Context: an optimization exercise on an open-source flow, tuned for small area. The choices shown serve that exercise and are no tape-out recipe.
In this exercise RTL edits were held to simulation tests only and were not proved equivalent to the original.
Power and IR drop assume default switching activity.

<file path="run.sh">
#!/bin/bash
# synth_recipe.tcl (not shown) runs the flow's synth.tcl, then flattens the netlist and writes it again
# the make line also repeats each setting of config.mk as NAME=value (left out here)
make -C /OpenROAD-flow-scripts/flow DESIGN_CONFIG=/design/flow/config.mk WORK_HOME=/design/flow/orfs CLKGATE_MAP_FILE= SYNTH_SCRIPT=/design/flow/synth_recipe.tcl finish
</file>
<file path="config.mk">
export PLATFORM = sky130hd
export DESIGN_NAME = alu_operand_stage
export DESIGN_NICKNAME = alu_operand_stage
export VERILOG_FILES = /design/flow/design.v
export SDC_FILE = /design/flow/constraint.sdc
export NUM_CORES = 4
export LEC_CHECK = 0
export CAP_MARGIN = 20
export CORE_MARGIN = 2
export CORE_UTILIZATION = 25
export PLACE_DENSITY = 0.35
export SLEW_MARGIN = 20
</file>
<file path="constraint.sdc">
create_clock -name core_clock -period 5.0 [get_ports {clk}]
set_input_delay 1.0000 -clock core_clock [delete_from_list [all_inputs] [get_ports {clk}]]
set_output_delay 1.0000 -clock core_clock [all_outputs]
set_load 0.01 [all_outputs]
</file>
<file path="design.v">
package alu_operand_stage_pkg;
  localparam int NUM_REGS = 32;
  localparam int ADDR_W   = 5;
  localparam int DATA_W   = 32;
  localparam int FLAG_W   = 4;
  localparam int FLAG_ZERO     = 0;
  localparam int FLAG_OVERFLOW = 1;
  localparam int FLAG_CARRY    = 2;
  localparam int FLAG_NEGATIVE = 3;
  typedef enum logic [2:0] {
    OP_NOP   = 3'd0,
    OP_ADD   = 3'd1,
    OP_SUB   = 3'd2,
    OP_AND   = 3'd3,
    OP_OR    = 3'd4,
    OP_XOR   = 3'd5,
    OP_CMP   = 3'd6,
    OP_SHIFT = 3'd7
  } opcode_t;
endpackage
module reg32
(
  input  logic              clk,
  input  logic              rst,
  input  logic              load,
  input  logic [alu_operand_stage_pkg::DATA_W-1:0] d,
  output logic [alu_operand_stage_pkg::DATA_W-1:0] q
);
  always_ff @(posedge clk) begin
    if (rst)       q <= '0;
    else if (load) q <= d;
  end
endmodule
module alu_operand_stage
(
  input  logic                 clk,
  input  logic                 rst,
  input  logic [alu_operand_stage_pkg::ADDR_W-1:0]    readAddrA,
  input  logic [alu_operand_stage_pkg::ADDR_W-1:0]    readAddrB,
  input  logic [2:0]           controlIn,
  input  logic                 validIn,
  input  logic [alu_operand_stage_pkg::ADDR_W-1:0]    writeAddr,
  input  logic [alu_operand_stage_pkg::DATA_W-1:0]    writeData,
  input  logic                 writeEnable,
  input  logic [alu_operand_stage_pkg::FLAG_W-1:0]    flagsIn,
  input  logic                 flagsEnable,
  output logic [alu_operand_stage_pkg::DATA_W-1:0]    busA,
  output logic [alu_operand_stage_pkg::DATA_W-1:0]    busB,
  output logic [2:0]           control,
  output logic                 validOut,
  output logic [alu_operand_stage_pkg::FLAG_W-1:0]    flags
);
  localparam int NUM_REGS = alu_operand_stage_pkg::NUM_REGS;
  localparam int ADDR_W   = alu_operand_stage_pkg::ADDR_W;
  localparam int DATA_W   = alu_operand_stage_pkg::DATA_W;
  logic [DATA_W-1:0] entry_q [NUM_REGS];
  logic [DATA_W-1:0] opnd_a;
  logic [DATA_W-1:0] opnd_b;
  logic              wr_live;
  assign entry_q[0] = '0;
  genvar i;
  generate
    for (i = 1; i < NUM_REGS; i++) begin : g_entry
      reg32 u_entry (
        .clk  (clk),
        .rst  (rst),
        .load (writeEnable && (writeAddr == ADDR_W'(i))),
        .d    (writeData),
        .q    (entry_q[i])
      );
    end
  endgenerate
  assign wr_live = writeEnable && (writeAddr != '0);
  always_comb begin
    opnd_a = entry_q[readAddrA];
    opnd_b = entry_q[readAddrB];
    if (wr_live && (writeAddr == readAddrA)) opnd_a = writeData;
    if (wr_live && (writeAddr == readAddrB)) opnd_b = writeData;
  end
  reg32 u_bus_a (
    .clk  (clk),
    .rst  (rst),
    .load (validIn),
    .d    (opnd_a),
    .q    (busA)
  );
  reg32 u_bus_b (
    .clk  (clk),
    .rst  (rst),
    .load (validIn),
    .d    (opnd_b),
    .q    (busB)
  );
  always_ff @(posedge clk) begin
    if (rst) begin
      control  <= '0;
      validOut <= 1'b0;
      flags    <= '0;
    end else begin
      validOut <= validIn;
      if (validIn)     control <= controlIn;
      if (flagsEnable) flags   <= flagsIn;
    end
  end
endmodule
</file>
==> run summary <==
## final timing paths
path                                                 from                        end  slack, ns  cells after the start
worst max-delay path                         writeAddr[3]  g_entry[31].u_entry.q[31]       1.30                      7
worst min-delay path            g_entry[25].u_entry.q[18]  g_entry[25].u_entry.q[18]       0.46                      2
worst min register to register  g_entry[25].u_entry.q[18]  g_entry[25].u_entry.q[18]       0.46                      2
worst max register to register  g_entry[19].u_entry.q[29]              u_bus_b.q[29]       2.72                      7
## metal layers
layer  track usage  vias up
met1         0.474    30129
met3        0.0763     1142
met4         0.198        8
met2         0.551     4341
li1              -    24627
met5       0.00390        -
## flip-flops by register name, summed over array words and instances, names as in the netlist
name	flops
g_entry.u_entry.q	992
u_bus_a.q	32
u_bus_b.q	32
flags	4
control	3
validOut	1
## power by group through the flow
stage                     combinational, mW  clock [mW]  sequential, mW
after floorplan                       0.623           0            8.77
after global placement                 1.50           0            8.81
after detailed placement               1.51           0            8.80
final                                  1.58        10.7            8.62
after global routing                   1.56        11.1            8.62
after CTS                              1.51        10.8            8.62
## placed cells by master, fill, tap and decap left out, types with 7 or more instances in the layout
cell type / count
nand2b_1: 15
nor2_1: 40
nor3_1: 10
o22ai_1: 63
a22oi_1: 580
a32oi_1: 15
clkdlybuf4s50_1: 119
dfxtp_1: 1064
diode_2: 28
a31oi_1: 11
nand3b_1: 11
nand2_1: 2085
a2111oi_2: 45
nor2_4: 72
buf_12: 85
buf_2: 8
mux2_2: 7
clkbuf_1: 34
clkinv_2: 20
o21ai_0: 61
nand4_1: 113
nand2_2: 19
nand3_1: 148
clkbuf_8: 25
nand3_4: 8
a21oi_1: 1063
nor3_2: 9
a2111oi_0: 98
a22o_1: 14
clkbuf_16: 144
mux2i_1: 17
a221oi_1: 7
nor2b_1: 19
bufinv_16: 13
buf_4: 280
and3_1: 497
o21ai_1: 10
nor4_1: 63
## final cells by class
type                            count  area share
Antenna cell                       28     0.00112
Clock inverter                     44     0.00961
Timing Repair Buffer              496      0.0817
Sequential cell                  1064       0.340
Tap cell                         2688      0.0537
Inverter                            5    0.000340
Multi-Input combinational cell   5209       0.448
Clock buffer                      203      0.0651
## worst register-to-register path: cells and delay by family, from the launching register on
| kind | cells | cell delay, ns |
|---|---|---|
| AND/OR/NAND/NOR | 3 | 0.82 |
| AO/OA/AOI/OAI | 2 | 0.54 |
| flip-flops | 1 | 0.33 |
| buffers and inverters | 2 | 0.45 |
## synth_stat cells, types with 5 or more instances
| cell type | instances |
|---|---|
| nand2_1 | 2106 |
| dfxtp_1 | 1064 |
| a21oi_1 | 1063 |
| a22oi_1 | 580 |
| clkbuf_1 | 549 |
| and3_1 | 500 |
| nand3_1 | 156 |
| buf_2 | 121 |
| nand4_1 | 113 |
| nor2_1 | 105 |
| a2111oi_0 | 98 |
| nor4_1 | 64 |
| o22ai_1 | 63 |
| o21ai_0 | 61 |
| a2111oi_2 | 45 |
| nor2b_1 | 22 |
| buf_4 | 20 |
| nor3_1 | 19 |
| mux2i_1 | 17 |
| a32oi_1 | 15 |
| buf_6 | 15 |
| nand2b_1 | 15 |
| a22o_1 | 14 |
| a31oi_1 | 11 |
| nand3b_1 | 11 |
| o21ai_1 | 10 |
| a221oi_1 | 7 |
| mux2_2 | 7 |
| nor2_2 | 7 |
| and2_1 | 6 |
| xnor2_1 | 6 |
| a222oi_1 | 5 |
| and3b_1 | 5 |
| nor3b_1 | 5 |
| or3b_1 | 5 |
## through the flow
stage	util	cell area, µm²	std cells
after floorplan	-	51600	6989
after global placement	0.282	57800	9456
after detailed placement	0.282	57800	9460
after CTS	0.305	62500	9707
after global routing	0.305	62600	9709
final	0.306	62600	9737
## cells by family (layout without fill, tap and decap cells)
family,after synthesis,in the layout,synth area share
flip-flops,1064,1064,0.413
XOR/XNOR,10,10,0.00170
buffers and inverters,716,748,0.0587
other,0,28,0
AND/OR/NAND/NOR,3174,3174,0.277
multiplexers,24,24,0.00483
AO/OA/AOI/OAI,2001,2001,0.245
==> results.cfg <==
[outcome]
outcome = finished clean

[clock_network]
path_clk_slew_ns = 0.06
cts_buffer_depth = 3
insertion_delay_ns = 0.83
hold_buffers = 0
clock_sinks = 1064
cts_resized = 0
cts_root_buf = clkbuf_16
cts_tree = built
postCtsSetupBuffers = 0
htree_levels = 4
cts_made_buffers = 137

[global_route]
grt_antenna_before_repair = 33
grt_pass1_wl_mm = 517
grt_pass1_vias = 55310
gr-usage-all-layers = 0.361
grt-ovfl-total = 0
grt_max_degree = 186

[setup_path]
crit_chain = clkdlybuf4s50_1, nand2_1, nor2_1, nand3_4, buf_4, nand2_1, a21oi_1
crit_buf_inv = 2
cpMaxStageDelayCell = clkdlybuf4s50_1
arrival_ns = 4.34
cpMostUsedCell = nand2_1
crit_family = simple AND/OR/NAND/NOR gates
path_max_fanout = 13
crit_path_end_kind = flop
startpoint_type = primary input
cp.required_ns = 5.65
criticalPathCategory = primary input to flop
max_stage_delay_ns = 1.04

[power]
seq_power_share = 0.412
p_sw_mw = 5.76
switching_share = 0.275
clkPwrFrac = 0.513
comb_power_share = 0.076
power_density_nw_per_um2 = 334
p_total_mw = 20.9
p_leak_nw = 21.8
intPower_mw = 15.2
ir_drop_v = 0.000355

[synth]
synth_cell_type_count = 72
synth_fp_nets = 7048
ys_seq_elements = 1064
yosys.area.top_type = dfxtp_1
yosys.area.top_type_share = 0.413
yosys-top-cells-area = dfxtp_1, nand2_1, a21oi_1
synth_area_per_cell_um2 = 7.38
syn_area_um2 = 51600
synth-main-ff-cell = dfxtp_1
synth_cells = 6989
synth_edf_count = 0
yosysSeqAreaShare = 0.413
async_flop_share = 0
yosysWarnings = 4

[route]
met2_length_mm = 171
vias = 60247
drt-wirelength-per-cell_um = 40.5
drc = 0
wl_mm = 395
drtPass1Iterations = 6
drtIter0Drc = 9958
drtAntennaViolNets = 0
met3WireLength_mm = 39.1
vias_per_cell = 6.19
wl_met1_mm = 159
top_layer_used = met5

[sta]
fin_setup_tns_ns = 0
maxSlewViolCount = 0
fin_skew_ns = 0.0390
rsz0062_at_grt = no
layout_min_cycle_time_ns = 3.70
tightest_slew_ns = 1.29
hold_ws_ns = 0.464
max_freq_mhz = 270
finalCritPeriodShare = 0.740
hold_viol = 0
relSlewSlack = 0.135
final.setup.worst_slack_ns = 1.30
setup_viol = 0

[die]
pin_count = 131
fp.dieH_um = 458
die_x_um = 458
num_rows = 166
start_util = 0.252
coreArea_um2 = 205000
die-area_um2 = 210000

[finish]
post_route_cells_drive_above_1_share = 0.113
area_growth_pct = 21.4
nNetsFinal = 6972
seqCellArea_um2 = 21300
nFillCells = 21932
multiInputGateArea_um2 = 28100

[placement]
pre_cts_slack_ns = 0.667
port_buffers = 130
place.gp.congestion = 0.963
dp_hpwl_mm = 245

[hold_path]
min_path_type = flop to flop

[job]
max_cap_violations = 0

-- static timing again, ports no longer ideal --
The results above use ideal ports. As a check the final layout listed here was re-extracted and re-timed, cells and wires unchanged. Step 1 sets driving cells, clkbuf_16 on the clock port and buf_2 on the other inputs (assumed; they add their load-dependent delay and slew). Step 2 adds t to the input delays and takes it off the output delays; t is the mean of the earliest and latest rising clock arrival at the registers after step 1. Input paths then give back, and output paths get back, about the clock's delay inside the block. Three values: ideal ports, drivers, drivers and shift; two values: the first two.
t, ns: 0.906
setup slack, ns: 1.300 / 1.372 / 0.466
clock arrival spread, ns: 0.042 / 0.042
worst slew at a driven data input, ns: 0.06
After both steps this run still meets setup and hold. For this run, drivers alone change the setup slack by +0.072 ns; drivers and shift together by -0.834 ns.
